Background: an optimization exercise with open tools, aiming at small area, a short achievable clock period and few clock cycles. Do not read the settings as production practice.
Function was checked by simulation only, so behaviour that the tests miss may differ from the original.
Power and IR drop assume default switching activity.

**flow/design.v**
```verilog
package rbm_pkg;
   localparam int ACC_W      = 32;
   localparam int ACC_FRAC   = 23;
   localparam int PROD_SHIFT = 7;
   typedef logic signed [15:0]      q1_15_t;
   typedef logic signed [ACC_W-1:0] q7_23_t;
   typedef logic signed [31:0]      q2_30_t;
   localparam q7_23_t SAT_MAX = 32'sh7FFF_FFFF;
   localparam q7_23_t SAT_MIN = 32'sh8000_0000;
   typedef logic [2:0] state_t;
   localparam state_t S_IDLE   = 3'd0;
   localparam state_t S_CLEAR  = 3'd1;
   localparam state_t S_LOAD_V = 3'd2;
   localparam state_t S_SWEEP  = 3'd3;
   localparam state_t S_DRAIN  = 3'd4;
   localparam state_t S_DONE   = 3'd5;
   typedef struct packed {
      q7_23_t sum;
      logic   sat;
   } sat_res_t;
   function automatic sat_res_t sat_add(input q7_23_t a, input q7_23_t b);
      logic signed [ACC_W:0] s;
      logic                  ov;
      s     = {a[ACC_W-1], a} + {b[ACC_W-1], b};
      ov    = (s[ACC_W] != s[ACC_W-1]);
      if (!ov) sat_add = {s[ACC_W-1:0], 1'b0};
      else     sat_add = {(s[ACC_W] ? SAT_MIN : SAT_MAX), 1'b1};
   endfunction
endpackage
module acc_mac_pipe (
   input  logic [15:0] v,
   input  logic [7:0]  one,
   input  logic [7:0]  two,
   input  logic [7:0]  neg,
   output logic [24:0] s_hi,
   output logic [24:0] c_hi,
   output logic        cin
);
   wire pp0_0 = ((one[0] & v[0]) | (two[0] & 1'b0)) ^ neg[0];
   wire pp0_1 = ((one[0] & v[1]) | (two[0] & v[0])) ^ neg[0];
   wire pp0_2 = ((one[0] & v[2]) | (two[0] & v[1])) ^ neg[0];
   wire pp0_3 = ((one[0] & v[3]) | (two[0] & v[2])) ^ neg[0];
   wire pp0_4 = ((one[0] & v[4]) | (two[0] & v[3])) ^ neg[0];
   wire pp0_5 = ((one[0] & v[5]) | (two[0] & v[4])) ^ neg[0];
   wire pp0_6 = ((one[0] & v[6]) | (two[0] & v[5])) ^ neg[0];
   wire pp0_7 = ((one[0] & v[7]) | (two[0] & v[6])) ^ neg[0];
   wire pp0_8 = ((one[0] & v[8]) | (two[0] & v[7])) ^ neg[0];
   wire pp0_9 = ((one[0] & v[9]) | (two[0] & v[8])) ^ neg[0];
   wire pp0_10 = ((one[0] & v[10]) | (two[0] & v[9])) ^ neg[0];
   wire pp0_11 = ((one[0] & v[11]) | (two[0] & v[10])) ^ neg[0];
   wire pp0_12 = ((one[0] & v[12]) | (two[0] & v[11])) ^ neg[0];
   wire pp0_13 = ((one[0] & v[13]) | (two[0] & v[12])) ^ neg[0];
   wire pp0_14 = ((one[0] & v[14]) | (two[0] & v[13])) ^ neg[0];
   wire pp0_15 = ((one[0] & v[15]) | (two[0] & v[14])) ^ neg[0];
   wire pp0_16 = ((one[0] & v[15]) | (two[0] & v[15])) ^ neg[0];
   wire nsg0 = ~pp0_16;
   wire pp1_0 = ((one[1] & v[0]) | (two[1] & 1'b0)) ^ neg[1];
   wire pp1_1 = ((one[1] & v[1]) | (two[1] & v[0])) ^ neg[1];
   wire pp1_2 = ((one[1] & v[2]) | (two[1] & v[1])) ^ neg[1];
   wire pp1_3 = ((one[1] & v[3]) | (two[1] & v[2])) ^ neg[1];
   wire pp1_4 = ((one[1] & v[4]) | (two[1] & v[3])) ^ neg[1];
   wire pp1_5 = ((one[1] & v[5]) | (two[1] & v[4])) ^ neg[1];
   wire pp1_6 = ((one[1] & v[6]) | (two[1] & v[5])) ^ neg[1];
   wire pp1_7 = ((one[1] & v[7]) | (two[1] & v[6])) ^ neg[1];
   wire pp1_8 = ((one[1] & v[8]) | (two[1] & v[7])) ^ neg[1];
   wire pp1_9 = ((one[1] & v[9]) | (two[1] & v[8])) ^ neg[1];
   wire pp1_10 = ((one[1] & v[10]) | (two[1] & v[9])) ^ neg[1];
   wire pp1_11 = ((one[1] & v[11]) | (two[1] & v[10])) ^ neg[1];
   wire pp1_12 = ((one[1] & v[12]) | (two[1] & v[11])) ^ neg[1];
   wire pp1_13 = ((one[1] & v[13]) | (two[1] & v[12])) ^ neg[1];
   wire pp1_14 = ((one[1] & v[14]) | (two[1] & v[13])) ^ neg[1];
   wire pp1_15 = ((one[1] & v[15]) | (two[1] & v[14])) ^ neg[1];
   wire pp1_16 = ((one[1] & v[15]) | (two[1] & v[15])) ^ neg[1];
   wire nsg1 = ~pp1_16;
   wire pp2_0 = ((one[2] & v[0]) | (two[2] & 1'b0)) ^ neg[2];
   wire pp2_1 = ((one[2] & v[1]) | (two[2] & v[0])) ^ neg[2];
   wire pp2_2 = ((one[2] & v[2]) | (two[2] & v[1])) ^ neg[2];
   wire pp2_3 = ((one[2] & v[3]) | (two[2] & v[2])) ^ neg[2];
   wire pp2_4 = ((one[2] & v[4]) | (two[2] & v[3])) ^ neg[2];
   wire pp2_5 = ((one[2] & v[5]) | (two[2] & v[4])) ^ neg[2];
   wire pp2_6 = ((one[2] & v[6]) | (two[2] & v[5])) ^ neg[2];
   wire pp2_7 = ((one[2] & v[7]) | (two[2] & v[6])) ^ neg[2];
   wire pp2_8 = ((one[2] & v[8]) | (two[2] & v[7])) ^ neg[2];
   wire pp2_9 = ((one[2] & v[9]) | (two[2] & v[8])) ^ neg[2];
   wire pp2_10 = ((one[2] & v[10]) | (two[2] & v[9])) ^ neg[2];
   wire pp2_11 = ((one[2] & v[11]) | (two[2] & v[10])) ^ neg[2];
   wire pp2_12 = ((one[2] & v[12]) | (two[2] & v[11])) ^ neg[2];
   wire pp2_13 = ((one[2] & v[13]) | (two[2] & v[12])) ^ neg[2];
   wire pp2_14 = ((one[2] & v[14]) | (two[2] & v[13])) ^ neg[2];
   wire pp2_15 = ((one[2] & v[15]) | (two[2] & v[14])) ^ neg[2];
   wire pp2_16 = ((one[2] & v[15]) | (two[2] & v[15])) ^ neg[2];
   wire nsg2 = ~pp2_16;
   wire pp3_0 = ((one[3] & v[0]) | (two[3] & 1'b0)) ^ neg[3];
   wire pp3_1 = ((one[3] & v[1]) | (two[3] & v[0])) ^ neg[3];
   wire pp3_2 = ((one[3] & v[2]) | (two[3] & v[1])) ^ neg[3];
   wire pp3_3 = ((one[3] & v[3]) | (two[3] & v[2])) ^ neg[3];
   wire pp3_4 = ((one[3] & v[4]) | (two[3] & v[3])) ^ neg[3];
   wire pp3_5 = ((one[3] & v[5]) | (two[3] & v[4])) ^ neg[3];
   wire pp3_6 = ((one[3] & v[6]) | (two[3] & v[5])) ^ neg[3];
   wire pp3_7 = ((one[3] & v[7]) | (two[3] & v[6])) ^ neg[3];
   wire pp3_8 = ((one[3] & v[8]) | (two[3] & v[7])) ^ neg[3];
   wire pp3_9 = ((one[3] & v[9]) | (two[3] & v[8])) ^ neg[3];
   wire pp3_10 = ((one[3] & v[10]) | (two[3] & v[9])) ^ neg[3];
   wire pp3_11 = ((one[3] & v[11]) | (two[3] & v[10])) ^ neg[3];
   wire pp3_12 = ((one[3] & v[12]) | (two[3] & v[11])) ^ neg[3];
   wire pp3_13 = ((one[3] & v[13]) | (two[3] & v[12])) ^ neg[3];
   wire pp3_14 = ((one[3] & v[14]) | (two[3] & v[13])) ^ neg[3];
   wire pp3_15 = ((one[3] & v[15]) | (two[3] & v[14])) ^ neg[3];
   wire pp3_16 = ((one[3] & v[15]) | (two[3] & v[15])) ^ neg[3];
   wire nsg3 = ~pp3_16;
   wire pp4_0 = ((one[4] & v[0]) | (two[4] & 1'b0)) ^ neg[4];
   wire pp4_1 = ((one[4] & v[1]) | (two[4] & v[0])) ^ neg[4];
   wire pp4_2 = ((one[4] & v[2]) | (two[4] & v[1])) ^ neg[4];
   wire pp4_3 = ((one[4] & v[3]) | (two[4] & v[2])) ^ neg[4];
   wire pp4_4 = ((one[4] & v[4]) | (two[4] & v[3])) ^ neg[4];
   wire pp4_5 = ((one[4] & v[5]) | (two[4] & v[4])) ^ neg[4];
   wire pp4_6 = ((one[4] & v[6]) | (two[4] & v[5])) ^ neg[4];
   wire pp4_7 = ((one[4] & v[7]) | (two[4] & v[6])) ^ neg[4];
   wire pp4_8 = ((one[4] & v[8]) | (two[4] & v[7])) ^ neg[4];
   wire pp4_9 = ((one[4] & v[9]) | (two[4] & v[8])) ^ neg[4];
   wire pp4_10 = ((one[4] & v[10]) | (two[4] & v[9])) ^ neg[4];
   wire pp4_11 = ((one[4] & v[11]) | (two[4] & v[10])) ^ neg[4];
   wire pp4_12 = ((one[4] & v[12]) | (two[4] & v[11])) ^ neg[4];
   wire pp4_13 = ((one[4] & v[13]) | (two[4] & v[12])) ^ neg[4];
   wire pp4_14 = ((one[4] & v[14]) | (two[4] & v[13])) ^ neg[4];
   wire pp4_15 = ((one[4] & v[15]) | (two[4] & v[14])) ^ neg[4];
   wire pp4_16 = ((one[4] & v[15]) | (two[4] & v[15])) ^ neg[4];
   wire nsg4 = ~pp4_16;
   wire pp5_0 = ((one[5] & v[0]) | (two[5] & 1'b0)) ^ neg[5];
   wire pp5_1 = ((one[5] & v[1]) | (two[5] & v[0])) ^ neg[5];
   wire pp5_2 = ((one[5] & v[2]) | (two[5] & v[1])) ^ neg[5];
   wire pp5_3 = ((one[5] & v[3]) | (two[5] & v[2])) ^ neg[5];
   wire pp5_4 = ((one[5] & v[4]) | (two[5] & v[3])) ^ neg[5];
   wire pp5_5 = ((one[5] & v[5]) | (two[5] & v[4])) ^ neg[5];
   wire pp5_6 = ((one[5] & v[6]) | (two[5] & v[5])) ^ neg[5];
   wire pp5_7 = ((one[5] & v[7]) | (two[5] & v[6])) ^ neg[5];
   wire pp5_8 = ((one[5] & v[8]) | (two[5] & v[7])) ^ neg[5];
   wire pp5_9 = ((one[5] & v[9]) | (two[5] & v[8])) ^ neg[5];
   wire pp5_10 = ((one[5] & v[10]) | (two[5] & v[9])) ^ neg[5];
   wire pp5_11 = ((one[5] & v[11]) | (two[5] & v[10])) ^ neg[5];
   wire pp5_12 = ((one[5] & v[12]) | (two[5] & v[11])) ^ neg[5];
   wire pp5_13 = ((one[5] & v[13]) | (two[5] & v[12])) ^ neg[5];
   wire pp5_14 = ((one[5] & v[14]) | (two[5] & v[13])) ^ neg[5];
   wire pp5_15 = ((one[5] & v[15]) | (two[5] & v[14])) ^ neg[5];
   wire pp5_16 = ((one[5] & v[15]) | (two[5] & v[15])) ^ neg[5];
   wire nsg5 = ~pp5_16;
   wire pp6_0 = ((one[6] & v[0]) | (two[6] & 1'b0)) ^ neg[6];
   wire pp6_1 = ((one[6] & v[1]) | (two[6] & v[0])) ^ neg[6];
   wire pp6_2 = ((one[6] & v[2]) | (two[6] & v[1])) ^ neg[6];
   wire pp6_3 = ((one[6] & v[3]) | (two[6] & v[2])) ^ neg[6];
   wire pp6_4 = ((one[6] & v[4]) | (two[6] & v[3])) ^ neg[6];
   wire pp6_5 = ((one[6] & v[5]) | (two[6] & v[4])) ^ neg[6];
   wire pp6_6 = ((one[6] & v[6]) | (two[6] & v[5])) ^ neg[6];
   wire pp6_7 = ((one[6] & v[7]) | (two[6] & v[6])) ^ neg[6];
   wire pp6_8 = ((one[6] & v[8]) | (two[6] & v[7])) ^ neg[6];
   wire pp6_9 = ((one[6] & v[9]) | (two[6] & v[8])) ^ neg[6];
   wire pp6_10 = ((one[6] & v[10]) | (two[6] & v[9])) ^ neg[6];
   wire pp6_11 = ((one[6] & v[11]) | (two[6] & v[10])) ^ neg[6];
   wire pp6_12 = ((one[6] & v[12]) | (two[6] & v[11])) ^ neg[6];
   wire pp6_13 = ((one[6] & v[13]) | (two[6] & v[12])) ^ neg[6];
   wire pp6_14 = ((one[6] & v[14]) | (two[6] & v[13])) ^ neg[6];
   wire pp6_15 = ((one[6] & v[15]) | (two[6] & v[14])) ^ neg[6];
   wire pp6_16 = ((one[6] & v[15]) | (two[6] & v[15])) ^ neg[6];
   wire nsg6 = ~pp6_16;
   wire pp7_0 = ((one[7] & v[0]) | (two[7] & 1'b0)) ^ neg[7];
   wire pp7_1 = ((one[7] & v[1]) | (two[7] & v[0])) ^ neg[7];
   wire pp7_2 = ((one[7] & v[2]) | (two[7] & v[1])) ^ neg[7];
   wire pp7_3 = ((one[7] & v[3]) | (two[7] & v[2])) ^ neg[7];
   wire pp7_4 = ((one[7] & v[4]) | (two[7] & v[3])) ^ neg[7];
   wire pp7_5 = ((one[7] & v[5]) | (two[7] & v[4])) ^ neg[7];
   wire pp7_6 = ((one[7] & v[6]) | (two[7] & v[5])) ^ neg[7];
   wire pp7_7 = ((one[7] & v[7]) | (two[7] & v[6])) ^ neg[7];
   wire pp7_8 = ((one[7] & v[8]) | (two[7] & v[7])) ^ neg[7];
   wire pp7_9 = ((one[7] & v[9]) | (two[7] & v[8])) ^ neg[7];
   wire pp7_10 = ((one[7] & v[10]) | (two[7] & v[9])) ^ neg[7];
   wire pp7_11 = ((one[7] & v[11]) | (two[7] & v[10])) ^ neg[7];
   wire pp7_12 = ((one[7] & v[12]) | (two[7] & v[11])) ^ neg[7];
   wire pp7_13 = ((one[7] & v[13]) | (two[7] & v[12])) ^ neg[7];
   wire pp7_14 = ((one[7] & v[14]) | (two[7] & v[13])) ^ neg[7];
   wire pp7_15 = ((one[7] & v[15]) | (two[7] & v[14])) ^ neg[7];
   wire pp7_16 = ((one[7] & v[15]) | (two[7] & v[15])) ^ neg[7];
   wire nsg7 = ~pp7_16;
   wire hs1 = pp0_10 ^ pp1_8;
   wire hc1 = pp0_10 & pp1_8;
   wire hs2 = pp0_11 ^ pp1_9;
   wire hc2 = pp0_11 & pp1_9;
   wire fs3 = pp0_12 ^ pp1_10 ^ pp2_8;
   wire fc3 = (pp0_12 & pp1_10) | (pp0_12 & pp2_8) | (pp1_10 & pp2_8);
   wire hs4 = pp3_6 ^ pp4_4;
   wire hc4 = pp3_6 & pp4_4;
   wire fs5 = pp0_13 ^ pp1_11 ^ pp2_9;
   wire fc5 = (pp0_13 & pp1_11) | (pp0_13 & pp2_9) | (pp1_11 & pp2_9);
   wire hs6 = pp3_7 ^ pp4_5;
   wire hc6 = pp3_7 & pp4_5;
   wire fs7 = pp0_14 ^ pp1_12 ^ pp2_10;
   wire fc7 = (pp0_14 & pp1_12) | (pp0_14 & pp2_10) | (pp1_12 & pp2_10);
   wire fs8 = pp3_8 ^ pp4_6 ^ pp5_4;
   wire fc8 = (pp3_8 & pp4_6) | (pp3_8 & pp5_4) | (pp4_6 & pp5_4);
   wire hs9 = pp6_2 ^ pp7_0;
   wire hc9 = pp6_2 & pp7_0;
   wire fs10 = pp0_15 ^ pp1_13 ^ pp2_11;
   wire fc10 = (pp0_15 & pp1_13) | (pp0_15 & pp2_11) | (pp1_13 & pp2_11);
   wire fs11 = pp3_9 ^ pp4_7 ^ pp5_5;
   wire fc11 = (pp3_9 & pp4_7) | (pp3_9 & pp5_5) | (pp4_7 & pp5_5);
   wire hs12 = pp6_3 ^ pp7_1;
   wire hc12 = pp6_3 & pp7_1;
   wire fs13 = pp0_16 ^ pp1_14 ^ pp2_12;
   wire fc13 = (pp0_16 & pp1_14) | (pp0_16 & pp2_12) | (pp1_14 & pp2_12);
   wire fs14 = pp3_10 ^ pp4_8 ^ pp5_6;
   wire fc14 = (pp3_10 & pp4_8) | (pp3_10 & pp5_6) | (pp4_8 & pp5_6);
   wire hs15 = pp6_4 ^ pp7_2;
   wire hc15 = pp6_4 & pp7_2;
   wire fs16 = pp0_16 ^ pp1_15 ^ pp2_13;
   wire fc16 = (pp0_16 & pp1_15) | (pp0_16 & pp2_13) | (pp1_15 & pp2_13);
   wire fs17 = pp3_11 ^ pp4_9 ^ pp5_7;
   wire fc17 = (pp3_11 & pp4_9) | (pp3_11 & pp5_7) | (pp4_9 & pp5_7);
   wire hs18 = pp6_5 ^ pp7_3;
   wire hc18 = pp6_5 & pp7_3;
   wire fs19 = nsg0 ^ nsg1 ^ pp2_14;
   wire fc19 = (nsg0 & nsg1) | (nsg0 & pp2_14) | (nsg1 & pp2_14);
   wire fs20 = pp3_12 ^ pp4_10 ^ pp5_8;
   wire fc20 = (pp3_12 & pp4_10) | (pp3_12 & pp5_8) | (pp4_10 & pp5_8);
   wire hs21 = pp6_6 ^ pp7_4;
   wire hc21 = pp6_6 & pp7_4;
   wire fs22 = 1'b1 ^ pp2_15 ^ pp3_13;
   wire fc22 = (1'b1 & pp2_15) | (1'b1 & pp3_13) | (pp2_15 & pp3_13);
   wire fs23 = pp4_11 ^ pp5_9 ^ pp6_7;
   wire fc23 = (pp4_11 & pp5_9) | (pp4_11 & pp6_7) | (pp5_9 & pp6_7);
   wire fs24 = nsg2 ^ pp3_14 ^ pp4_12;
   wire fc24 = (nsg2 & pp3_14) | (nsg2 & pp4_12) | (pp3_14 & pp4_12);
   wire hs25 = 1'b1 ^ pp3_15;
   wire hc25 = 1'b1 & pp3_15;
   wire hs26 = pp0_6 ^ pp1_4;
   wire hc26 = pp0_6 & pp1_4;
   wire hs27 = pp0_7 ^ pp1_5;
   wire hc27 = pp0_7 & pp1_5;
   wire fs28 = pp0_8 ^ pp1_6 ^ pp2_4;
   wire fc28 = (pp0_8 & pp1_6) | (pp0_8 & pp2_4) | (pp1_6 & pp2_4);
   wire hs29 = pp3_2 ^ pp4_0;
   wire hc29 = pp3_2 & pp4_0;
   wire fs30 = pp0_9 ^ pp1_7 ^ pp2_5;
   wire fc30 = (pp0_9 & pp1_7) | (pp0_9 & pp2_5) | (pp1_7 & pp2_5);
   wire hs31 = pp3_3 ^ pp4_1;
   wire hc31 = pp3_3 & pp4_1;
   wire fs32 = hs1 ^ pp2_6 ^ pp3_4;
   wire fc32 = (hs1 & pp2_6) | (hs1 & pp3_4) | (pp2_6 & pp3_4);
   wire fs33 = pp4_2 ^ pp5_0 ^ neg[5];
   wire fc33 = (pp4_2 & pp5_0) | (pp4_2 & neg[5]) | (pp5_0 & neg[5]);
   wire fs34 = hc1 ^ hs2 ^ pp2_7;
   wire fc34 = (hc1 & hs2) | (hc1 & pp2_7) | (hs2 & pp2_7);
   wire fs35 = pp3_5 ^ pp4_3 ^ pp5_1;
   wire fc35 = (pp3_5 & pp4_3) | (pp3_5 & pp5_1) | (pp4_3 & pp5_1);
   wire fs36 = hc2 ^ fs3 ^ hs4;
   wire fc36 = (hc2 & fs3) | (hc2 & hs4) | (fs3 & hs4);
   wire fs37 = pp5_2 ^ pp6_0 ^ neg[6];
   wire fc37 = (pp5_2 & pp6_0) | (pp5_2 & neg[6]) | (pp6_0 & neg[6]);
   wire fs38 = fc3 ^ hc4 ^ fs5;
   wire fc38 = (fc3 & hc4) | (fc3 & fs5) | (hc4 & fs5);
   wire fs39 = hs6 ^ pp5_3 ^ pp6_1;
   wire fc39 = (hs6 & pp5_3) | (hs6 & pp6_1) | (pp5_3 & pp6_1);
   wire fs40 = fc5 ^ hc6 ^ fs7;
   wire fc40 = (fc5 & hc6) | (fc5 & fs7) | (hc6 & fs7);
   wire fs41 = fs8 ^ hs9 ^ neg[7];
   wire fc41 = (fs8 & hs9) | (fs8 & neg[7]) | (hs9 & neg[7]);
   wire fs42 = fc7 ^ fc8 ^ hc9;
   wire fc42 = (fc7 & fc8) | (fc7 & hc9) | (fc8 & hc9);
   wire fs43 = fs10 ^ fs11 ^ hs12;
   wire fc43 = (fs10 & fs11) | (fs10 & hs12) | (fs11 & hs12);
   wire fs44 = fc10 ^ fc11 ^ hc12;
   wire fc44 = (fc10 & fc11) | (fc10 & hc12) | (fc11 & hc12);
   wire fs45 = fs13 ^ fs14 ^ hs15;
   wire fc45 = (fs13 & fs14) | (fs13 & hs15) | (fs14 & hs15);
   wire fs46 = fc13 ^ fc14 ^ hc15;
   wire fc46 = (fc13 & fc14) | (fc13 & hc15) | (fc14 & hc15);
   wire fs47 = fs16 ^ fs17 ^ hs18;
   wire fc47 = (fs16 & fs17) | (fs16 & hs18) | (fs17 & hs18);
   wire fs48 = fc16 ^ fc17 ^ hc18;
   wire fc48 = (fc16 & fc17) | (fc16 & hc18) | (fc17 & hc18);
   wire fs49 = fs19 ^ fs20 ^ hs21;
   wire fc49 = (fs19 & fs20) | (fs19 & hs21) | (fs20 & hs21);
   wire fs50 = fc19 ^ fc20 ^ hc21;
   wire fc50 = (fc19 & fc20) | (fc19 & hc21) | (fc20 & hc21);
   wire fs51 = fs22 ^ fs23 ^ pp7_5;
   wire fc51 = (fs22 & fs23) | (fs22 & pp7_5) | (fs23 & pp7_5);
   wire fs52 = fc22 ^ fc23 ^ fs24;
   wire fc52 = (fc22 & fc23) | (fc22 & fs24) | (fc23 & fs24);
   wire fs53 = pp5_10 ^ pp6_8 ^ pp7_6;
   wire fc53 = (pp5_10 & pp6_8) | (pp5_10 & pp7_6) | (pp6_8 & pp7_6);
   wire fs54 = fc24 ^ hs25 ^ pp4_13;
   wire fc54 = (fc24 & hs25) | (fc24 & pp4_13) | (hs25 & pp4_13);
   wire fs55 = pp5_11 ^ pp6_9 ^ pp7_7;
   wire fc55 = (pp5_11 & pp6_9) | (pp5_11 & pp7_7) | (pp6_9 & pp7_7);
   wire fs56 = hc25 ^ nsg3 ^ pp4_14;
   wire fc56 = (hc25 & nsg3) | (hc25 & pp4_14) | (nsg3 & pp4_14);
   wire fs57 = pp5_12 ^ pp6_10 ^ pp7_8;
   wire fc57 = (pp5_12 & pp6_10) | (pp5_12 & pp7_8) | (pp6_10 & pp7_8);
   wire fs58 = 1'b1 ^ pp4_15 ^ pp5_13;
   wire fc58 = (1'b1 & pp4_15) | (1'b1 & pp5_13) | (pp4_15 & pp5_13);
   wire hs59 = pp6_11 ^ pp7_9;
   wire hc59 = pp6_11 & pp7_9;
   wire fs60 = nsg4 ^ pp5_14 ^ pp6_12;
   wire fc60 = (nsg4 & pp5_14) | (nsg4 & pp6_12) | (pp5_14 & pp6_12);
   wire hs61 = 1'b1 ^ pp5_15;
   wire hc61 = 1'b1 & pp5_15;
   wire hs62 = pp0_4 ^ pp1_2;
   wire hc62 = pp0_4 & pp1_2;
   wire hs63 = pp0_5 ^ pp1_3;
   wire hc63 = pp0_5 & pp1_3;
   wire fs64 = hs26 ^ pp2_2 ^ pp3_0;
   wire fc64 = (hs26 & pp2_2) | (hs26 & pp3_0) | (pp2_2 & pp3_0);
   wire fs65 = hc26 ^ hs27 ^ pp2_3;
   wire fc65 = (hc26 & hs27) | (hc26 & pp2_3) | (hs27 & pp2_3);
   wire fs66 = hc27 ^ fs28 ^ hs29;
   wire fc66 = (hc27 & fs28) | (hc27 & hs29) | (fs28 & hs29);
   wire fs67 = fc28 ^ hc29 ^ fs30;
   wire fc67 = (fc28 & hc29) | (fc28 & fs30) | (hc29 & fs30);
   wire fs68 = fc30 ^ hc31 ^ fs32;
   wire fc68 = (fc30 & hc31) | (fc30 & fs32) | (hc31 & fs32);
   wire fs69 = fc32 ^ fc33 ^ fs34;
   wire fc69 = (fc32 & fc33) | (fc32 & fs34) | (fc33 & fs34);
   wire fs70 = fc34 ^ fc35 ^ fs36;
   wire fc70 = (fc34 & fc35) | (fc34 & fs36) | (fc35 & fs36);
   wire fs71 = fc36 ^ fc37 ^ fs38;
   wire fc71 = (fc36 & fc37) | (fc36 & fs38) | (fc37 & fs38);
   wire fs72 = fc38 ^ fc39 ^ fs40;
   wire fc72 = (fc38 & fc39) | (fc38 & fs40) | (fc39 & fs40);
   wire fs73 = fc40 ^ fc41 ^ fs42;
   wire fc73 = (fc40 & fc41) | (fc40 & fs42) | (fc41 & fs42);
   wire fs74 = fc42 ^ fc43 ^ fs44;
   wire fc74 = (fc42 & fc43) | (fc42 & fs44) | (fc43 & fs44);
   wire fs75 = fc44 ^ fc45 ^ fs46;
   wire fc75 = (fc44 & fc45) | (fc44 & fs46) | (fc45 & fs46);
   wire fs76 = fc46 ^ fc47 ^ fs48;
   wire fc76 = (fc46 & fc47) | (fc46 & fs48) | (fc47 & fs48);
   wire fs77 = fc48 ^ fc49 ^ fs50;
   wire fc77 = (fc48 & fc49) | (fc48 & fs50) | (fc49 & fs50);
   wire fs78 = fc50 ^ fc51 ^ fs52;
   wire fc78 = (fc50 & fc51) | (fc50 & fs52) | (fc51 & fs52);
   wire fs79 = fc52 ^ fc53 ^ fs54;
   wire fc79 = (fc52 & fc53) | (fc52 & fs54) | (fc53 & fs54);
   wire fs80 = fc54 ^ fc55 ^ fs56;
   wire fc80 = (fc54 & fc55) | (fc54 & fs56) | (fc55 & fs56);
   wire fs81 = fc56 ^ fc57 ^ fs58;
   wire fc81 = (fc56 & fc57) | (fc56 & fs58) | (fc57 & fs58);
   wire fs82 = fc58 ^ hc59 ^ fs60;
   wire fc82 = (fc58 & hc59) | (fc58 & fs60) | (hc59 & fs60);
   wire fs83 = fc60 ^ hs61 ^ pp6_13;
   wire fc83 = (fc60 & hs61) | (fc60 & pp6_13) | (hs61 & pp6_13);
   wire fs84 = hc61 ^ nsg5 ^ pp6_14;
   wire fc84 = (hc61 & nsg5) | (hc61 & pp6_14) | (nsg5 & pp6_14);
   wire hs85 = 1'b1 ^ pp6_15;
   wire hc85 = 1'b1 & pp6_15;
   wire hs86 = pp0_2 ^ pp1_0;
   wire hc86 = pp0_2 & pp1_0;
   wire hs87 = pp0_3 ^ pp1_1;
   wire hc87 = pp0_3 & pp1_1;
   wire fs88 = hs62 ^ pp2_0 ^ neg[2];
   wire fc88 = (hs62 & pp2_0) | (hs62 & neg[2]) | (pp2_0 & neg[2]);
   wire fs89 = hc62 ^ hs63 ^ pp2_1;
   wire fc89 = (hc62 & hs63) | (hc62 & pp2_1) | (hs63 & pp2_1);
   wire fs90 = hc63 ^ fs64 ^ neg[3];
   wire fc90 = (hc63 & fs64) | (hc63 & neg[3]) | (fs64 & neg[3]);
   wire fs91 = fc64 ^ fs65 ^ pp3_1;
   wire fc91 = (fc64 & fs65) | (fc64 & pp3_1) | (fs65 & pp3_1);
   wire fs92 = fc65 ^ fs66 ^ neg[4];
   wire fc92 = (fc65 & fs66) | (fc65 & neg[4]) | (fs66 & neg[4]);
   wire fs93 = fc66 ^ fs67 ^ hs31;
   wire fc93 = (fc66 & fs67) | (fc66 & hs31) | (fs67 & hs31);
   wire fs94 = fc67 ^ fs68 ^ fs33;
   wire fc94 = (fc67 & fs68) | (fc67 & fs33) | (fs68 & fs33);
   wire fs95 = fc68 ^ fs69 ^ fs35;
   wire fc95 = (fc68 & fs69) | (fc68 & fs35) | (fs69 & fs35);
   wire fs96 = fc69 ^ fs70 ^ fs37;
   wire fc96 = (fc69 & fs70) | (fc69 & fs37) | (fs70 & fs37);
   wire fs97 = fc70 ^ fs71 ^ fs39;
   wire fc97 = (fc70 & fs71) | (fc70 & fs39) | (fs71 & fs39);
   wire fs98 = fc71 ^ fs72 ^ fs41;
   wire fc98 = (fc71 & fs72) | (fc71 & fs41) | (fs72 & fs41);
   wire fs99 = fc72 ^ fs73 ^ fs43;
   wire fc99 = (fc72 & fs73) | (fc72 & fs43) | (fs73 & fs43);
   wire fs100 = fc73 ^ fs74 ^ fs45;
   wire fc100 = (fc73 & fs74) | (fc73 & fs45) | (fs74 & fs45);
   wire fs101 = fc74 ^ fs75 ^ fs47;
   wire fc101 = (fc74 & fs75) | (fc74 & fs47) | (fs75 & fs47);
   wire fs102 = fc75 ^ fs76 ^ fs49;
   wire fc102 = (fc75 & fs76) | (fc75 & fs49) | (fs76 & fs49);
   wire fs103 = fc76 ^ fs77 ^ fs51;
   wire fc103 = (fc76 & fs77) | (fc76 & fs51) | (fs77 & fs51);
   wire fs104 = fc77 ^ fs78 ^ fs53;
   wire fc104 = (fc77 & fs78) | (fc77 & fs53) | (fs78 & fs53);
   wire fs105 = fc78 ^ fs79 ^ fs55;
   wire fc105 = (fc78 & fs79) | (fc78 & fs55) | (fs79 & fs55);
   wire fs106 = fc79 ^ fs80 ^ fs57;
   wire fc106 = (fc79 & fs80) | (fc79 & fs57) | (fs80 & fs57);
   wire fs107 = fc80 ^ fs81 ^ hs59;
   wire fc107 = (fc80 & fs81) | (fc80 & hs59) | (fs81 & hs59);
   wire fs108 = fc81 ^ fs82 ^ pp7_10;
   wire fc108 = (fc81 & fs82) | (fc81 & pp7_10) | (fs82 & pp7_10);
   wire fs109 = fc82 ^ fs83 ^ pp7_11;
   wire fc109 = (fc82 & fs83) | (fc82 & pp7_11) | (fs83 & pp7_11);
   wire fs110 = fc83 ^ fs84 ^ pp7_12;
   wire fc110 = (fc83 & fs84) | (fc83 & pp7_12) | (fs84 & pp7_12);
   wire fs111 = fc84 ^ hs85 ^ pp7_13;
   wire fc111 = (fc84 & hs85) | (fc84 & pp7_13) | (hs85 & pp7_13);
   wire fs112 = hc85 ^ nsg6 ^ pp7_14;
   wire fc112 = (hc85 & nsg6) | (hc85 & pp7_14) | (nsg6 & pp7_14);
   wire hs113 = 1'b1 ^ pp7_15;
   wire hc113 = 1'b1 & pp7_15;
   wire [31:0] rs = {1'b1, hc113, fc112, fc111, fc110, fc109, fc108, fc107, fc106, fc105, fc104, fc103, fc102, fc101, fc100, fc99, fc98, fc97, fc96, fc95, fc94, fc93, fc92, fc91, fc90, fc89, fc88, hc87, hc86, hs86, pp0_1, pp0_0};
   wire [31:0] rc = {1'b0, nsg7, hs113, fs112, fs111, fs110, fs109, fs108, fs107, fs106, fs105, fs104, fs103, fs102, fs101, fs100, fs99, fs98, fs97, fs96, fs95, fs94, fs93, fs92, fs91, fs90, fs89, fs88, hs87, neg[1], 1'b0, neg[0]};
   wire [7:0]  low = {1'b0, rs[6:0]} + {1'b0, rc[6:0]};
   assign s_hi = rs[31:7];
   assign c_hi = rc[31:7];
   assign cin  = low[7];
endmodule
module add25 (
   input  logic [24:0] a,
   input  logic [24:0] b,
   input  logic        ci,
   output logic [24:0] s,
   output logic        co
);
   wire p0_0 = a[0] ^ b[0];
   wire g0_0 = a[0] & b[0];
   wire p1_1 = a[1] ^ b[1];
   wire g1_1 = a[1] & b[1];
   wire p2_2 = a[2] ^ b[2];
   wire g2_2 = a[2] & b[2];
   wire p3_3 = a[3] ^ b[3];
   wire g3_3 = a[3] & b[3];
   wire p4_4 = a[4] ^ b[4];
   wire g4_4 = a[4] & b[4];
   wire p5_5 = a[5] ^ b[5];
   wire g5_5 = a[5] & b[5];
   wire p6_6 = a[6] ^ b[6];
   wire g6_6 = a[6] & b[6];
   wire p7_7 = a[7] ^ b[7];
   wire g7_7 = a[7] & b[7];
   wire p8_8 = a[8] ^ b[8];
   wire g8_8 = a[8] & b[8];
   wire p9_9 = a[9] ^ b[9];
   wire g9_9 = a[9] & b[9];
   wire p10_10 = a[10] ^ b[10];
   wire g10_10 = a[10] & b[10];
   wire p11_11 = a[11] ^ b[11];
   wire g11_11 = a[11] & b[11];
   wire p12_12 = a[12] ^ b[12];
   wire g12_12 = a[12] & b[12];
   wire p13_13 = a[13] ^ b[13];
   wire g13_13 = a[13] & b[13];
   wire p14_14 = a[14] ^ b[14];
   wire g14_14 = a[14] & b[14];
   wire p15_15 = a[15] ^ b[15];
   wire g15_15 = a[15] & b[15];
   wire p16_16 = a[16] ^ b[16];
   wire g16_16 = a[16] & b[16];
   wire p17_17 = a[17] ^ b[17];
   wire g17_17 = a[17] & b[17];
   wire p18_18 = a[18] ^ b[18];
   wire g18_18 = a[18] & b[18];
   wire p19_19 = a[19] ^ b[19];
   wire g19_19 = a[19] & b[19];
   wire p20_20 = a[20] ^ b[20];
   wire g20_20 = a[20] & b[20];
   wire p21_21 = a[21] ^ b[21];
   wire g21_21 = a[21] & b[21];
   wire p22_22 = a[22] ^ b[22];
   wire g22_22 = a[22] & b[22];
   wire p23_23 = a[23] ^ b[23];
   wire g23_23 = a[23] & b[23];
   wire p24_24 = a[24] ^ b[24];
   wire g24_24 = a[24] & b[24];
   wire g1_0 = g1_1 | (p1_1 & g0_0);
   wire p1_0 = p1_1 & p0_0;
   wire g3_2 = g3_3 | (p3_3 & g2_2);
   wire p3_2 = p3_3 & p2_2;
   wire g5_4 = g5_5 | (p5_5 & g4_4);
   wire p5_4 = p5_5 & p4_4;
   wire g7_6 = g7_7 | (p7_7 & g6_6);
   wire p7_6 = p7_7 & p6_6;
   wire g9_8 = g9_9 | (p9_9 & g8_8);
   wire p9_8 = p9_9 & p8_8;
   wire g11_10 = g11_11 | (p11_11 & g10_10);
   wire p11_10 = p11_11 & p10_10;
   wire g13_12 = g13_13 | (p13_13 & g12_12);
   wire p13_12 = p13_13 & p12_12;
   wire g15_14 = g15_15 | (p15_15 & g14_14);
   wire p15_14 = p15_15 & p14_14;
   wire g17_16 = g17_17 | (p17_17 & g16_16);
   wire p17_16 = p17_17 & p16_16;
   wire g19_18 = g19_19 | (p19_19 & g18_18);
   wire p19_18 = p19_19 & p18_18;
   wire g21_20 = g21_21 | (p21_21 & g20_20);
   wire p21_20 = p21_21 & p20_20;
   wire g23_22 = g23_23 | (p23_23 & g22_22);
   wire p23_22 = p23_23 & p22_22;
   wire g3_0 = g3_2 | (p3_2 & g1_0);
   wire p3_0 = p3_2 & p1_0;
   wire g7_4 = g7_6 | (p7_6 & g5_4);
   wire p7_4 = p7_6 & p5_4;
   wire g11_8 = g11_10 | (p11_10 & g9_8);
   wire p11_8 = p11_10 & p9_8;
   wire g15_12 = g15_14 | (p15_14 & g13_12);
   wire p15_12 = p15_14 & p13_12;
   wire g19_16 = g19_18 | (p19_18 & g17_16);
   wire p19_16 = p19_18 & p17_16;
   wire g23_20 = g23_22 | (p23_22 & g21_20);
   wire p23_20 = p23_22 & p21_20;
   wire g7_0 = g7_4 | (p7_4 & g3_0);
   wire p7_0 = p7_4 & p3_0;
   wire g15_8 = g15_12 | (p15_12 & g11_8);
   wire p15_8 = p15_12 & p11_8;
   wire g23_16 = g23_20 | (p23_20 & g19_16);
   wire p23_16 = p23_20 & p19_16;
   wire g15_0 = g15_8 | (p15_8 & g7_0);
   wire p15_0 = p15_8 & p7_0;
   wire g23_0 = g23_16 | (p23_16 & g15_0);
   wire p23_0 = p23_16 & p15_0;
   wire g11_0 = g11_8 | (p11_8 & g7_0);
   wire p11_0 = p11_8 & p7_0;
   wire g19_0 = g19_16 | (p19_16 & g15_0);
   wire p19_0 = p19_16 & p15_0;
   wire g5_0 = g5_4 | (p5_4 & g3_0);
   wire p5_0 = p5_4 & p3_0;
   wire g9_0 = g9_8 | (p9_8 & g7_0);
   wire p9_0 = p9_8 & p7_0;
   wire g13_0 = g13_12 | (p13_12 & g11_0);
   wire p13_0 = p13_12 & p11_0;
   wire g17_0 = g17_16 | (p17_16 & g15_0);
   wire p17_0 = p17_16 & p15_0;
   wire g21_0 = g21_20 | (p21_20 & g19_0);
   wire p21_0 = p21_20 & p19_0;
   wire g2_0 = g2_2 | (p2_2 & g1_0);
   wire p2_0 = p2_2 & p1_0;
   wire g4_0 = g4_4 | (p4_4 & g3_0);
   wire p4_0 = p4_4 & p3_0;
   wire g6_0 = g6_6 | (p6_6 & g5_0);
   wire p6_0 = p6_6 & p5_0;
   wire g8_0 = g8_8 | (p8_8 & g7_0);
   wire p8_0 = p8_8 & p7_0;
   wire g10_0 = g10_10 | (p10_10 & g9_0);
   wire p10_0 = p10_10 & p9_0;
   wire g12_0 = g12_12 | (p12_12 & g11_0);
   wire p12_0 = p12_12 & p11_0;
   wire g14_0 = g14_14 | (p14_14 & g13_0);
   wire p14_0 = p14_14 & p13_0;
   wire g16_0 = g16_16 | (p16_16 & g15_0);
   wire p16_0 = p16_16 & p15_0;
   wire g18_0 = g18_18 | (p18_18 & g17_0);
   wire p18_0 = p18_18 & p17_0;
   wire g20_0 = g20_20 | (p20_20 & g19_0);
   wire p20_0 = p20_20 & p19_0;
   wire g22_0 = g22_22 | (p22_22 & g21_0);
   wire p22_0 = p22_22 & p21_0;
   wire g24_0 = g24_24 | (p24_24 & g23_0);
   wire p24_0 = p24_24 & p23_0;
   wire [25:0] c;
   assign c[0] = ci;
   assign c[1] = g0_0 | (p0_0 & ci);
   assign c[2] = g1_0 | (p1_0 & ci);
   assign c[3] = g2_0 | (p2_0 & ci);
   assign c[4] = g3_0 | (p3_0 & ci);
   assign c[5] = g4_0 | (p4_0 & ci);
   assign c[6] = g5_0 | (p5_0 & ci);
   assign c[7] = g6_0 | (p6_0 & ci);
   assign c[8] = g7_0 | (p7_0 & ci);
   assign c[9] = g8_0 | (p8_0 & ci);
   assign c[10] = g9_0 | (p9_0 & ci);
   assign c[11] = g10_0 | (p10_0 & ci);
   assign c[12] = g11_0 | (p11_0 & ci);
   assign c[13] = g12_0 | (p12_0 & ci);
   assign c[14] = g13_0 | (p13_0 & ci);
   assign c[15] = g14_0 | (p14_0 & ci);
   assign c[16] = g15_0 | (p15_0 & ci);
   assign c[17] = g16_0 | (p16_0 & ci);
   assign c[18] = g17_0 | (p17_0 & ci);
   assign c[19] = g18_0 | (p18_0 & ci);
   assign c[20] = g19_0 | (p19_0 & ci);
   assign c[21] = g20_0 | (p20_0 & ci);
   assign c[22] = g21_0 | (p21_0 & ci);
   assign c[23] = g22_0 | (p22_0 & ci);
   assign c[24] = g23_0 | (p23_0 & ci);
   assign c[25] = g24_0 | (p24_0 & ci);
   assign s = {p24_24 ^ c[24], p23_23 ^ c[23], p22_22 ^ c[22], p21_21 ^ c[21], p20_20 ^ c[20], p19_19 ^ c[19], p18_18 ^ c[18], p17_17 ^ c[17], p16_16 ^ c[16], p15_15 ^ c[15], p14_14 ^ c[14], p13_13 ^ c[13], p12_12 ^ c[12], p11_11 ^ c[11], p10_10 ^ c[10], p9_9 ^ c[9], p8_8 ^ c[8], p7_7 ^ c[7], p6_6 ^ c[6], p5_5 ^ c[5], p4_4 ^ c[4], p3_3 ^ c[3], p2_2 ^ c[2], p1_1 ^ c[1], p0_0 ^ c[0]};
   assign co = c[25];
endmodule
module cd_stat_accum
#(
   parameter int I_TILE = 64,
   parameter int H_TILE = 64,
   parameter int AW     = $clog2(I_TILE * H_TILE)
) (
   input  logic          clk,
   input  logic          rst,
   input  logic          clear,
   input  logic          v_valid,
   output logic          v_ready,
   input  logic [15:0]   v_data,
   input  logic          v_phase,
   input  logic          h_valid,
   output logic          h_ready,
   input  logic [15:0]   h_data,
   input  logic          h_last,
   output logic [AW-1:0] acc_rd_addr,
   output logic          acc_rd_bank,
   input  logic [31:0]   acc_rd_data,
   output logic [AW-1:0] acc_wr_addr,
   output logic [31:0]   acc_wr_data,
   output logic [1:0]    acc_wr_we,
   output logic          busy,
   output logic          done,
   output logic          sat_flag
);
   localparam logic [1:0] C_IDLE  = 2'd0;
   localparam logic [1:0] C_BATCH = 2'd1;
   localparam logic [1:0] C_CLEAR = 2'd2;
   logic [1:0]    cmd_q;
   logic [5:0]    c_q;         
   logic [5:0]    j_q;         
   logic [5:0]    vi_q;        
   logic          load_q;      
   logic          fused_q;     
   logic          row_q;       
   logic          ld_q;        
   logic          drain_q;     
   logic [7:0]    one_q, two_q, neg_q;    
   logic          hq_v, hq_last;
   logic          phase_q;
   logic [1023:0] ring;
   logic          vrdy_q, hrdy_q, busy_q, done_q, sat_q;
   logic          v1, v2, ph1, ph2, l1, l2, l3, clr2;
   logic [24:0]   s1, c1;
   logic          cin1;
   logic [24:0]   inc_q;
   logic [31:0]   rd_q;
   logic [31:0]   wd_q;
   logic [1:0]    we_q;
   logic [AW-1:0] wa_q;
   assign v_ready     = vrdy_q;
   assign h_ready     = hrdy_q;
   assign busy        = busy_q;
   assign done        = done_q;
   assign sat_flag    = sat_q;
   assign acc_rd_addr = {j_q, c_q};
   assign acc_rd_bank = phase_q;
   assign acc_wr_addr = wa_q;
   assign acc_wr_data = wd_q;
   assign acc_wr_we   = we_q;
   logic       v_acc, h_acc;
   logic       idle, batch, clr;
   logic       fuse_now, op0, rowdone, last_op, ends_load;
   logic [5:0] c_inc, j_inc, vi_inc;
   assign v_acc = v_valid & vrdy_q;
   assign h_acc = h_valid & hrdy_q;
   assign idle  = (cmd_q == C_IDLE);
   assign batch = (cmd_q == C_BATCH);
   assign clr   = (cmd_q == C_CLEAR);
   assign c_inc  = c_q + 6'd1;
   assign j_inc  = j_q + 6'd1;
   assign vi_inc = vi_q + 6'd1;
   assign fuse_now = (vi_q == 6'd1) ? hq_v : fused_q;
   assign op0      = batch & (row_q | (ld_q & fuse_now));
   assign ends_load = ld_q & fused_q & ~load_q & (vi_q == 6'd0);
   assign rowdone  = batch & (c_q == 6'd63) & (row_q | ends_load);
   assign last_op  = batch & row_q & (c_q == 6'd63) & hq_last;
   logic       load_n, drain_n, fused_n, hq_v_n, row_n, rdy_n, cons_n, cons_nv;
   logic [5:0] j_n;
   always_comb begin
      j_n     = j_q;
      load_n  = load_q;
      drain_n = drain_q;
      fused_n = fused_q;
      if (batch) begin
         if (ld_q & (vi_q == 6'd1)) fused_n = hq_v;
         if (rowdone) begin
            j_n = j_inc;
            if (row_q & (j_q == 6'd63)) begin
               if (hq_last) drain_n = 1'b1;
               else         load_n  = 1'b1;
            end
         end
         if (done_q) begin
            drain_n = 1'b0;
            j_n     = 6'd0;
            load_n  = 1'b1;
         end
      end
   end
   assign hq_v_n = hq_v & ~rowdone;
   assign row_n  = batch & ~done_q & ~load_n & ~drain_n;
   assign rdy_n  = idle ? ~clear :
                   clr  ? done_q :
                   (done_q | (~drain_q & ((c_q + 6'd2) == vi_q) &
                              (load_q | (row_q & (j_q == 6'd63) & ~hq_last & (c_q == 6'd62)))));
   assign cons_n  = batch & (c_q == 6'd62) & row_q;
   assign cons_nv = batch & (c_q == 6'd62) & (vi_q == 6'd63) & fused_q;
   always_ff @(posedge clk) begin
      if (rst) begin
         cmd_q   <= C_IDLE;
         c_q     <= 6'd63;
         j_q     <= '0;
         vi_q    <= '0;
         load_q  <= 1'b1;
         fused_q <= 1'b0;
         row_q   <= 1'b0;
         ld_q    <= 1'b0;
         drain_q <= 1'b0;
         hq_v    <= 1'b0;
         hq_last <= 1'b0;
         phase_q <= 1'b0;
         vrdy_q  <= 1'b0;
         hrdy_q  <= 1'b0;
         busy_q  <= 1'b0;
         done_q  <= 1'b0;
         sat_q   <= 1'b0;
      end else begin
         if (idle) begin
            if (clear)      cmd_q <= C_CLEAR;
            else if (v_acc) cmd_q <= C_BATCH;
         end else if (done_q) begin
            cmd_q <= C_IDLE;
         end
         busy_q <= idle ? (clear | v_acc) : ~done_q;
         if (idle | done_q) c_q <= v_acc ? 6'd0 : 6'd63;
         else               c_q <= c_inc;
         j_q     <= j_n;
         drain_q <= drain_n;
         fused_q <= fused_n;
         ld_q    <= v_acc;
         if (v_acc) begin
            vi_q   <= vi_inc;
            load_q <= (vi_q != 6'd63);
         end else begin
            vi_q   <= (batch & done_q) ? 6'd0 : vi_q;
            load_q <= load_n;
         end
         if (v_acc & (vi_q == 6'd0)) phase_q <= v_phase;
         if (h_acc) begin
            hq_v    <= 1'b1;
            hq_last <= h_last;
         end else begin
            hq_v    <= hq_v_n;
         end
         if (c_q == 6'd63) row_q <= row_n & (h_acc | hq_v_n);
         else if (batch & done_q) row_q <= 1'b0;
         vrdy_q <= v_acc ? (vi_q != 6'd63) : rdy_n;
         if (idle)
            hrdy_q <= ~clear & ~h_acc & ~hq_v;
         else if (batch & ~done_q & ~drain_n)
            hrdy_q <= h_acc ? (cons_n | (v_acc & cons_nv))
                            : (~hq_v_n | cons_n | (v_acc & cons_nv));
         else
            hrdy_q <= done_q & ~hq_v;
         done_q <= l3 | (clr & we_q[0] & (wa_q == {AW{1'b1}}));
         if (idle & clear)  sat_q <= 1'b0;
         else if (v2 & ovf) sat_q <= 1'b1;
      end
   end
   logic [16:0] hx;
   logic [7:0]  one_d, two_d, neg_d;
   assign hx = {h_data, 1'b0};
   always_comb begin
      for (int k = 0; k < 8; k++) begin
         neg_d[k] = hx[2*k+2];
         one_d[k] = hx[2*k+1] ^ hx[2*k];
         two_d[k] = (hx[2*k+2] & ~hx[2*k+1] & ~hx[2*k]) | (~hx[2*k+2] & hx[2*k+1] & hx[2*k]);
      end
   end
   always_ff @(posedge clk) begin
      if (h_acc) begin
         one_q <= one_d;
         two_q <= two_d;
         neg_q <= neg_d;
      end
      ring <= {ring[1007:0], v_acc ? v_data : ring[1023:1008]};
   end
   logic [24:0] s0, c0;
   logic        cin0;
   acc_mac_pipe u_mul (
      .v    (ring[15:0]),
      .one  (one_q),
      .two  (two_q),
      .neg  (neg_q),
      .s_hi (s0),
      .c_hi (c0),
      .cin  (cin0)
   );
   logic [24:0] lo;
   logic [7:0]  m_hi, hi_p, hi_m, r_hi;
   logic        up, dn, ovf;
   logic [31:0] res;
   assign lo   = {1'b0, rd_q[23:0]} + {1'b0, inc_q[23:0]};
   assign m_hi = rd_q[31:24];
   assign hi_p = m_hi + 8'd1;
   assign hi_m = m_hi - 8'd1;
   assign up   = lo[24] & ~inc_q[24];
   assign dn   = ~lo[24] & inc_q[24];
   assign r_hi = up ? hi_p : (dn ? hi_m : m_hi);
   assign ovf  = (up & (m_hi == 8'h7F)) | (dn & (m_hi == 8'h80));
   assign res  = ovf ? {m_hi[7], {31{~m_hi[7]}}} : {r_hi, lo[23:0]};
   logic [24:0] inc_d;
   logic        inc_co;
   add25 u_inc (.a(s1), .b(c1), .ci(cin1), .s(inc_d), .co(inc_co));
   always_ff @(posedge clk) begin
      s1    <= s0;
      c1    <= c0;
      cin1  <= cin0;
      inc_q <= clr ? 25'd0 : inc_d;
      rd_q  <= clr ? 32'd0 : acc_rd_data;
      wd_q  <= res;
   end
   always_ff @(posedge clk) begin
      if (rst) begin
         v1   <= 1'b0;
         v2   <= 1'b0;
         ph1  <= 1'b0;
         ph2  <= 1'b0;
         l1   <= 1'b0;
         l2   <= 1'b0;
         l3   <= 1'b0;
         we_q <= 2'b00;
         wa_q <= '0;
         clr2 <= 1'b0;
      end else begin
         v1   <= op0;
         ph1  <= phase_q;
         l1   <= last_op;
         v2   <= v1;
         ph2  <= ph1;
         l2   <= l1;
         l3   <= l2;
         clr2 <= clr & ~done_q;
         if (clr & ~done_q) we_q <= (we_q[0] & (wa_q == {AW{1'b1}})) ? 2'b00 : {2{clr2}};
         else                we_q <= v2 ? (ph2 ? 2'b10 : 2'b01) : 2'b00;
         wa_q <= wa_q + {{(AW-1){1'b0}}, |we_q};
      end
   end
endmodule
```
**flow/constraint.sdc**
```tcl
create_clock -name core_clock -period 10.0 [get_ports {clk}]
set_input_delay 2.0000 -clock core_clock [delete_from_list [all_inputs] [get_ports {clk}]]
set_output_delay 2.0000 -clock core_clock [all_outputs]
set_load 0.01 [all_outputs]
```
**flow/run.sh**
```bash
#!/bin/bash
# synth_recipe.tcl (not shown) runs the flow's synth.tcl, then flattens the netlist and writes it again
# the make line also repeats each setting of config.mk as NAME=value (left out here)
make -C /OpenROAD-flow-scripts/flow DESIGN_CONFIG=/design/flow/config.mk WORK_HOME=/design/flow/orfs CLKGATE_MAP_FILE= SYNTH_SCRIPT=/design/flow/synth_recipe.tcl finish
```
**flow/config.mk**
```make
export PLATFORM = sky130hd
export DESIGN_NAME = cd_stat_accum
export DESIGN_NICKNAME = cd_stat_accum
export VERILOG_FILES = /design/flow/design.v
export SDC_FILE = /design/flow/constraint.sdc
export NUM_CORES = 4
export LEC_CHECK = 0
export CAP_MARGIN = 20
export CORE_MARGIN = 2
export CORE_UTILIZATION = 40
export CTS_BUF_LIST = sky130_fd_sc_hd__clkbuf_8 sky130_fd_sc_hd__clkbuf_16
export CTS_CLUSTER_DIAMETER = 100
export CTS_CLUSTER_SIZE = 30
export SETUP_SLACK_MARGIN = 5
export SLEW_MARGIN = 20
```
==> results of run 1 <==
routing by layer:
metal  wire (um)  vias up  global-route usage
li1            -     8376                   -
met1       26780     8235              0.1724
met2       25380      296              0.2058
met3        2432       90             0.02195
met4        1440        2             0.03817
met5          13        -                   0
cells in the final DEF, fill, tap and decap left out, types with 3 or more instances in the layout:
cell type        count
a211oi_1             9
clkdlybuf4s50_1    133
o21bai_1             8
fa_1                88
a311oi_1             4
o21ai_2              3
o21ai_1              6
xor2_1              89
mux2i_1              4
buf_4                7
nand3_1             28
a22oi_1            123
and2_1              35
a21oi_1             67
ha_1                84
nand2_1            105
clkbuf_16           50
edfxtp_1            24
a31oi_1              7
o21a_1               4
nor2_1              77
nor3_1              13
and3_1              10
xnor2_1            113
o211ai_1             6
nand2b_1            13
or3_1               11
o21ai_0             66
inv_1              114
nor2b_1             14
nand4_1              8
nor4_1               5
nand3b_1             7
a21o_1              19
dfxtp_1           1217
or2_2               10
flip-flops by register name, summed over array words and instances (netlist names), 2 cells and up:
name and flops:
ring 1024, rd_q 32, wd_q 32, inc_q 25, c1 24, s1 24, wa_q 12, neg_q 8
one_q 8, two_q 8, c_q 6, j_q 6, vi_q 6, cmd_q 2, we_q 2
stage by stage:
stage / setup slack [ns] / utilization
4_1_cts: 6.167 / 0.4503
6_report: 6.186 / 0.4506
2_1_floorplan: 6.568 / -
5_1_grt: 5.939 / 0.4506
3_5_place_dp: 5.826 / 0.4336
3_3_place_gp: 5.813 / 0.4336
how the worst max path moves through the flow:
stage	start	endpoint
6_report	ring[15]$_DFF_P_	c1[12]$_DFF_P_
5_1_grt	ring[15]$_DFF_P_	c1[12]$_DFF_P_
4_1_cts	ring[15]$_DFF_P_	c1[12]$_DFF_P_
3_5_place_dp	v_valid	hrdy_q$_SDFF_PP0_
3_3_place_gp	v_valid	hrdy_q$_SDFF_PP0_
2_1_floorplan	neg_q[3]$_DFFE_PP_	c1[13]$_DFF_P_
cell type report:
| type | count | share of cell area |
|---|---|---|
| timing repair buffer | 142 | 0.03647 |
| clock inverter | 12 | 0.004291 |
| clock buffer | 51 | 0.03287 |
| multi-input combinational | 1078 | 0.2265 |
| tap | 1144 | 0.03719 |
| sequential | 1241 | 0.6517 |
| antenna | 1 | 0.00006502 |
| inverter | 112 | 0.01092 |
power by group through the flow:
stage                     registers (mW)  logic (mW)  clock network, mW
after floorplan                     5.55        1.15                  0
final                               5.49        1.59               2.36
after global routing                5.53        1.82               2.63
after global placement              5.61        1.58                  0
after CTS                           5.50        1.62               2.45
after detailed placement            5.61        1.61                  0
logic make-up after synthesis:
logic type,count (synthesis),synth area share
flip-flops,1241,0.7252
AND/OR/NAND/NOR,354,0.05068
AO/OA/AOI/OAI,345,0.06706
buffers and inverters,211,0.02315
XOR/XNOR,202,0.05115
adder cells (fa/ha/maj),172,0.08131
multiplexers,5,0.001483
worst max-delay path, delay by kind of cell, from the launching register on:
family / cells / cell delay [ns]
DFF: 1 / 0.85
adders and majority gates: 4 / 1.93
AOI/OAI and AO/OA: 1 / 0.25
xor gates and xnor gates: 1 / 0.45
buffers and inverters: 3 / 0.24
==> metrics.md, run 1 <==
| Metric | Value |
|---|---|
| Status | `no timing/DRC/antenna violations` |
| Pin count of the biggest net entering global routing | `52` |
| Core Box Area | `85,410 um2` |
| Hold Violations, Final | `0` |
| Worst reg-to-reg path cell count | `9` |
| Max Clock Skew | `0.02440 ns` |
| Hold Path Sink | `ring[127]$_DFF_P_` |
| Area delta synth->final | `11.27%` |
| Die area | `88,850 um2` |
| IO Port Bufs | `134` |
| CTS HTree Levels | `2` |
| Worst setup EP type | `register` |
| Clk latency of the worst-skew pair | `0.63 ns` |
| Vias per inst | `4.496` |
| Net switching power | `2.430 mW` |
| Register area | `25,080 um2` |
| Initial Utilization | `0.4050` |
| Most instantiated cells after synthesis | `dfxtp_1 (1,217), a22oi_1 (123), xnor2_1 (113)` |
| Clock-pin slew on the worst setup and hold paths | `0.11 ns` |
| Slowest CP cell | `dfxtp_1` |
| Tot Pwr | `9.440 mW` |
| Int Pwr | `7.010 mW` |
| Fin crit share | `0.3814` |
| Yosys top cell area share | `0.7043` |
| Via count | `17.00k` |
| Unrepaired setup endpoints after global routing | `false` |
| NumNets Final | `2,867` |
| Power per cell area | `245.3 nW/um2` |
| Syn nets | `2,773` |
| Num Clock Sinks | `1,241` |
| Vias in the first global route | `17.47k` |
| Multi-input logic area | `8717 um2` |
| Layout cells sized above 1 | `0.03907` |
| Placed cell count | `3,716` |
| Comb pwr share | `0.169` |
| Sw Share | `0.2574` |
| Hold WS | `0.3222 ns` |
| WP data arrival | `4.33 ns` |
| Setup TNS | `0 ns` |
| Fin crit period | `3.814 ns` |
| ANT nets after route | `0` |
| Worst-Margin Slew | `1.076 ns` |
| Sequential fraction of the synthesis area | `0.7252` |
| Vert. Die Dim | `298.1 um` |
| RePlAce Congestion | `0.7992` |
| HP Class | `register to register` |
| Lkg Pwr | `15.18 nW` |
| GR Util All Layers | `0.1265` |
| Die X | `298.1 um` |
| Final Max Tran Viols | `0` |
| Hold Buf Count CTS | `0` |
| Flop pwr share | `0.582` |
| First-pass GRT wire length | `92.03 mm` |
| Crit path kind | `register to register` |
| CP max FO | `17` |
| Max clock buf depth | `3` |
| R2R Path Start | `ring[15]$_DFF_P_` |
| Mapped cell area | `34,590 um2` |
| Synth unique cells | `73` |
| Non-filler cells, final | `3,781` |
| Average wire per standard cell | `14.82 um` |
| Post-synth EDFFs | `24` |
| Yosys warning count | `1` |
| Final setup fails | `0` |
| Highest Clock Rate | `262.2 MHz` |
| Synth Area per Inst | `13.67 um2` |
| # DRC | `0` |
| Prevailing post-synth register cell | `dfxtp_1` |
| Setup Buffers After CTS | `0` |
| Async S/R FF share, synth | `0` |
| Fill count | `7,692` |
| Slowest stage delay, CP | `0.85 ns` |
| Worst Hold Launch | `ring[111]$_DFF_P_` |
| Flops & latches, synth | `1,241` |
| Drt first pass iters | `5` |
| Cell area after layout | `38,490 um2` |
| CTS tree | `yes` |
| Slew headroom | `0.2824` |
| Most used cell, CP | `fa_1` |
| Synth area leaders | `dfxtp_1 (70%), fa_1 (5.1%), ha_1 (3.0%)` |
| Core Rows | `107` |
| Leading area contributor after synthesis | `dfxtp_1` |
| Worst ir drop on vdd | `0.1495 mV` |
| Hold Path Stages | `0` |
| Post-CTS Resized | `0` |
| Max Cap Viol | `0` |
| Cells after synthesis | `2,530` |
| Worst-path cell chain | `o21ai_0, xnor2_1, inv_1, fa_1, inv_1, fa_1, fa_1, inv_1, fa_1` |
| Post-DP HPWL | `37.40 mm` |
| Routed wire length | `56.04 mm` |
| Worst endpoint required time | `10.51 ns` |
| Startpoint types | `register` |
| First DRT Iteration DRCs | `852` |
| Initial antenna violation count | `7` |
| Clock root buffer | `clkbuf_16` |
| Total CTS buffers | `49` |
| GRT overflow | `0` |
| R2r setup slk | `6.19 ns` |
| Area after DPL | `37,040 um2` |
| Top-count cell post-synth | `dfxtp_1` |
| Clock share of power | `0.250` |
| Reg-to-reg endpoint | `c1[12]$_DFF_P_` |
| Io pins | `135` |
Testbench counts, summed over its fixed seeds: cycles 294,972.
==> run 2: changes to the inputs <==
--- a/flow/design.v
+++ b/flow/design.v
@@ -628,7 +628,7 @@
    logic          phase_q;
    logic [1023:0] ring;
    logic          vrdy_q, hrdy_q, busy_q, done_q, sat_q;
-   logic          v1, v2, ph1, ph2, l1, l2, l3, clr2;
+   logic          v1, v2, ph1, ph2, l1, l2, l3;
    logic [24:0]   s1, c1;
    logic          cin1;
    logic [24:0]   inc_q;
@@ -788,7 +788,7 @@
    logic [24:0] lo;
    logic [7:0]  m_hi, hi_p, hi_m, r_hi;
    logic        up, dn, ovf;
-   logic [31:0] res;
+   logic [31:0] res, cval;
    assign lo   = {1'b0, rd_q[23:0]} + {1'b0, inc_q[23:0]};
    assign m_hi = rd_q[31:24];
    assign hi_p = m_hi + 8'd1;
@@ -797,7 +797,8 @@
    assign dn   = ~lo[24] & inc_q[24];
    assign r_hi = up ? hi_p : (dn ? hi_m : m_hi);
    assign ovf  = (up & (m_hi == 8'h7F)) | (dn & (m_hi == 8'h80));
-   assign res  = ovf ? {m_hi[7], {31{~m_hi[7]}}} : {r_hi, lo[23:0]};
+   assign cval = clr ? 32'd0 : {m_hi[7], {31{~m_hi[7]}}};
+   assign res  = (ovf | clr) ? cval : {r_hi, lo[23:0]};
    logic [24:0] inc_d;
    logic        inc_co;
    add25 u_inc (.a(s1), .b(c1), .ci(cin1), .s(inc_d), .co(inc_co));
@@ -805,8 +806,8 @@
       s1    <= s0;
       c1    <= c0;
       cin1  <= cin0;
-      inc_q <= clr ? 25'd0 : inc_d;
-      rd_q  <= clr ? 32'd0 : acc_rd_data;
+      inc_q <= inc_d;
+      rd_q  <= acc_rd_data;
       wd_q  <= res;
    end
    always_ff @(posedge clk) begin
@@ -820,7 +821,6 @@
          l3   <= 1'b0;
          we_q <= 2'b00;
          wa_q <= '0;
-         clr2 <= 1'b0;
       end else begin
          v1   <= op0;
          ph1  <= phase_q;
@@ -829,8 +829,7 @@
          ph2  <= ph1;
          l2   <= l1;
          l3   <= l2;
-         clr2 <= clr & ~done_q;
-         if (clr & ~done_q) we_q <= (we_q[0] & (wa_q == {AW{1'b1}})) ? 2'b00 : {2{clr2}};
+         if (clr & ~done_q) we_q <= (we_q[0] & (wa_q == {AW{1'b1}})) ? 2'b00 : 2'b11;
          else                we_q <= v2 ? (ph2 ? 2'b10 : 2'b01) : 2'b00;
          wa_q <= wa_q + {{(AW-1){1'b0}}, |we_q};
       end
==> flow/flow/run.sh (new file) <==
#!/bin/bash
# Standard layout, with the timing repair steps asked for extra setup slack.
set -e
cp standard.sh standard_sh.txt
cp config.mk config_orig.mk
echo "export SETUP_SLACK_MARGIN = 6.85" >> config.mk
bash standard.sh > standard.log 2>&1
==> flow/standard.sh (new file) <==
#!/bin/bash
# synth_recipe.tcl (not shown) runs the flow's synth.tcl, then flattens the netlist and writes it again
# the make line also repeats each setting of config.mk as NAME=value (left out here)
make -C /OpenROAD-flow-scripts/flow DESIGN_CONFIG=/design/flow/config.mk WORK_HOME=/design/flow/orfs CLKGATE_MAP_FILE= SYNTH_SCRIPT=/design/flow/synth_recipe.tcl "${@:-finish}"
--- a/flow/config.mk
+++ b/flow/config.mk
@@ -11,5 +11,5 @@
 export CTS_BUF_LIST = sky130_fd_sc_hd__clkbuf_8 sky130_fd_sc_hd__clkbuf_16
 export CTS_CLUSTER_DIAMETER = 100
 export CTS_CLUSTER_SIZE = 30
-export SETUP_SLACK_MARGIN = 5
 export SLEW_MARGIN = 20
+export SETUP_SLACK_MARGIN = 6.85
removed: flow/run.sh
==> run 2 against run 1 <==
Net effect:
- final area is 1.5% higher
- utilization up 0.90 points
- power is essentially flat
- fmax increased by 20%
- critical path depth grew 1
- highest routed layer is now met4
==> metrics.md, run 2 <==
| Metric | Value |
|---|---|
| Status | `no timing/DRC/antenna violations` |
| Post-synth EDFFs | `24 (unchanged)` |
| Vias in the first global route | `17.50k (+0.19%)` |
| Prevailing post-synth register cell | `dfxtp_1` |
| Initial Utilization | `0.4034 (-0.001531)` |
| Hold Violations, Final | `0 (unchanged)` |
| Most frequent cells in the layout | `dfxtp_1 (1,152), nand2_1 (112), inv_1 (106), xnor2_1 (106), a22oi_1 (106)` |
| Top-count cell post-synth | `dfxtp_1` |
| CTS tree | `yes` |
| NumNets Final | `2,919 (+1.8%)` |
| Max clock buf depth | `3 (unchanged)` |
| End-of-flow core utilization | `0.4596 (+0.008958)` |
| CTS HTree Levels | `2 (unchanged)` |
| Drt first pass iters | `5 (unchanged)` |
| Synth area leaders | `dfxtp_1 (71%), fa_1 (5.1%), ha_1 (3.1%)` |
| WP buf/inv | `4 (+1)` |
| Placed cell count | `3,673 (-1.2%)` |
| Cells after synthesis | `2,482 (-1.9%)` |
| Final setup fails | `0 (unchanged)` |
| Max Clock Skew | `0.01734 ns (-0.007063 ns)` |
| Area delta synth->final | `13.91%` |
| Hold Buf Count CTS | `0 (unchanged)` |
| Slowest CP cell | `fa_1` |
| Yosys top cell area share | `0.7098 (+0.005429)` |
| Tot Pwr | `9.431 mW (about the same)` |
| Most common cell after layout, fill and taps aside | `dfxtp_1` |
| Initial antenna violation count | `1 (-6)` |
| # DRC | `0 (unchanged)` |
| Vert. Die Dim | `296.8 um (-0.42%)` |
| First-pass GRT wire length | `92.16 mm (+0.13%)` |
| Clock root buffer | `clkbuf_16` |
| ANT nets after route | `0 (unchanged)` |
| Sequential fraction of the synthesis area | `0.7308 (+0.005607)` |
| Routed wire length | `56.60 mm (+0.98%)` |
| GRT overflow | `0 (unchanged)` |
| Async S/R FF share, synth | `0 (unchanged)` |
| Slew headroom | `0.4017 (+0.1193)` |
| Antenna cells | `0 (-1)` |
| Synth unique cells | `65 (-11%)` |
| Non-filler cells, final | `3,830 (+1.3%)` |
| Regs by FF count | `ring: 1024 flops, rd_q: 32 flops, wd_q: 32 flops` |
| Crit path kind | `register to register` |
| IO Port Bufs | `134 (unchanged)` |
| Total CTS buffers | `49 (unchanged)` |
| Num Clock Sinks | `1,240 (-0.081%)` |
| Max Cap Viol | `0 (unchanged)` |
| Core Box Area | `85,010 um2 (-0.47%)` |
| HP Class | `register to register` |
| Io pins | `135 (unchanged)` |
[run 2: timing repair]
item / 4_1_cts / 5_1_grt
hold endpoints to repair: 0 / 0
endpoints found under the setup margin: 161 / 41
resized for setup: 373 / 47
pin swaps: 1 / 11
gates cloned: 0 / 0
setup buffers: 85 / 11
[run 2: logic make-up (layout without fill, tap and decap cells)]
family / Yosys count / count (layout) / synth area share
flops: 1240 / 1240 / 0.7308
compound gates: 335 / 335 / 0.06676
simple gates: 339 / 339 / 0.04673
mux: 6 / 6 / 0.001788
buf+inv: 193 / 397 / 0.02163
fa+ha+maj: 172 / 172 / 0.08201
xor+xnor: 197 / 197 / 0.05031
[run 2: worst reg2reg max path, delay by kind of cell (launching register included)]
kind / cells / cell delay (ns)
flip-flops: 1 / 0.46
AO/OA/AOI/OAI: 1 / 0.19
XOR/XNOR: 1 / 0.10
adder cells (fa/ha/maj): 4 / 2.03
buffers and inverters: 4 / 0.34
[run 2: stage by stage]
stage	setup slack (ns)	hold WS [ns]
6_report	6.835	0.3206
5_1_grt	6.724	0.3198
4_1_cts	6.641	0.3244
3_5_place_dp	5.743	0.3121
3_3_place_gp	5.841	0.3098
2_1_floorplan	6.847	0.3096
[run 2: layout make-up]
class | count | area [um2] | share of cell area
timing repair buffer | 232 | 1968 | 0.05037
multi-input combinational | 1049 | 8698 | 0.2226
clock inverter | 12 | 147.6 | 0.003779
clock buffer | 49 | 1226 | 0.03138
sequential | 1240 | 25200 | 0.6451
tap | 1144 | 1431 | 0.03664
inverter | 104 | 394.1 | 0.01009
[run 2: report_power, final]
| part | total (mW) | internal, mW | switching (mW) |
|---|---|---|---|
| sequential | 5.46 | 5.32 | 0.137 |
| clock | 2.34 | 0.920 | 1.42 |
| combinational | 1.64 | 0.720 | 0.915 |
| total | 9.43 | 6.96 | 2.47 |
[run 2: worst paths after layout]
| path | endpoint | from | slack, ns | cells after the start |
|---|---|---|---|---|
| worst max-delay path | c1[5]$_DFF_P_ | two_q[0]$_DFFE_PP_ | 6.83 | 10 |
| worst min-delay path | ring[1017]$_DFF_P_ | ring[1001]$_DFF_P_ | 0.32 | 0 |
| worst max register to register | c1[5]$_DFF_P_ | two_q[0]$_DFFE_PP_ | 6.83 | 10 |
| worst min register to register | ring[1017]$_DFF_P_ | ring[1001]$_DFF_P_ | 0.32 | 0 |
[run 2: per-layer routing]
layer / wire length, um / GRT usage
met5: 0 / 0
met4: 1105 / 0.03167
met3: 2277 / 0.02026
met2: 25810 / 0.2084
met1: 27400 / 0.1763
Testbench counts of run 2, summed over its fixed seeds: cycles 294,972.
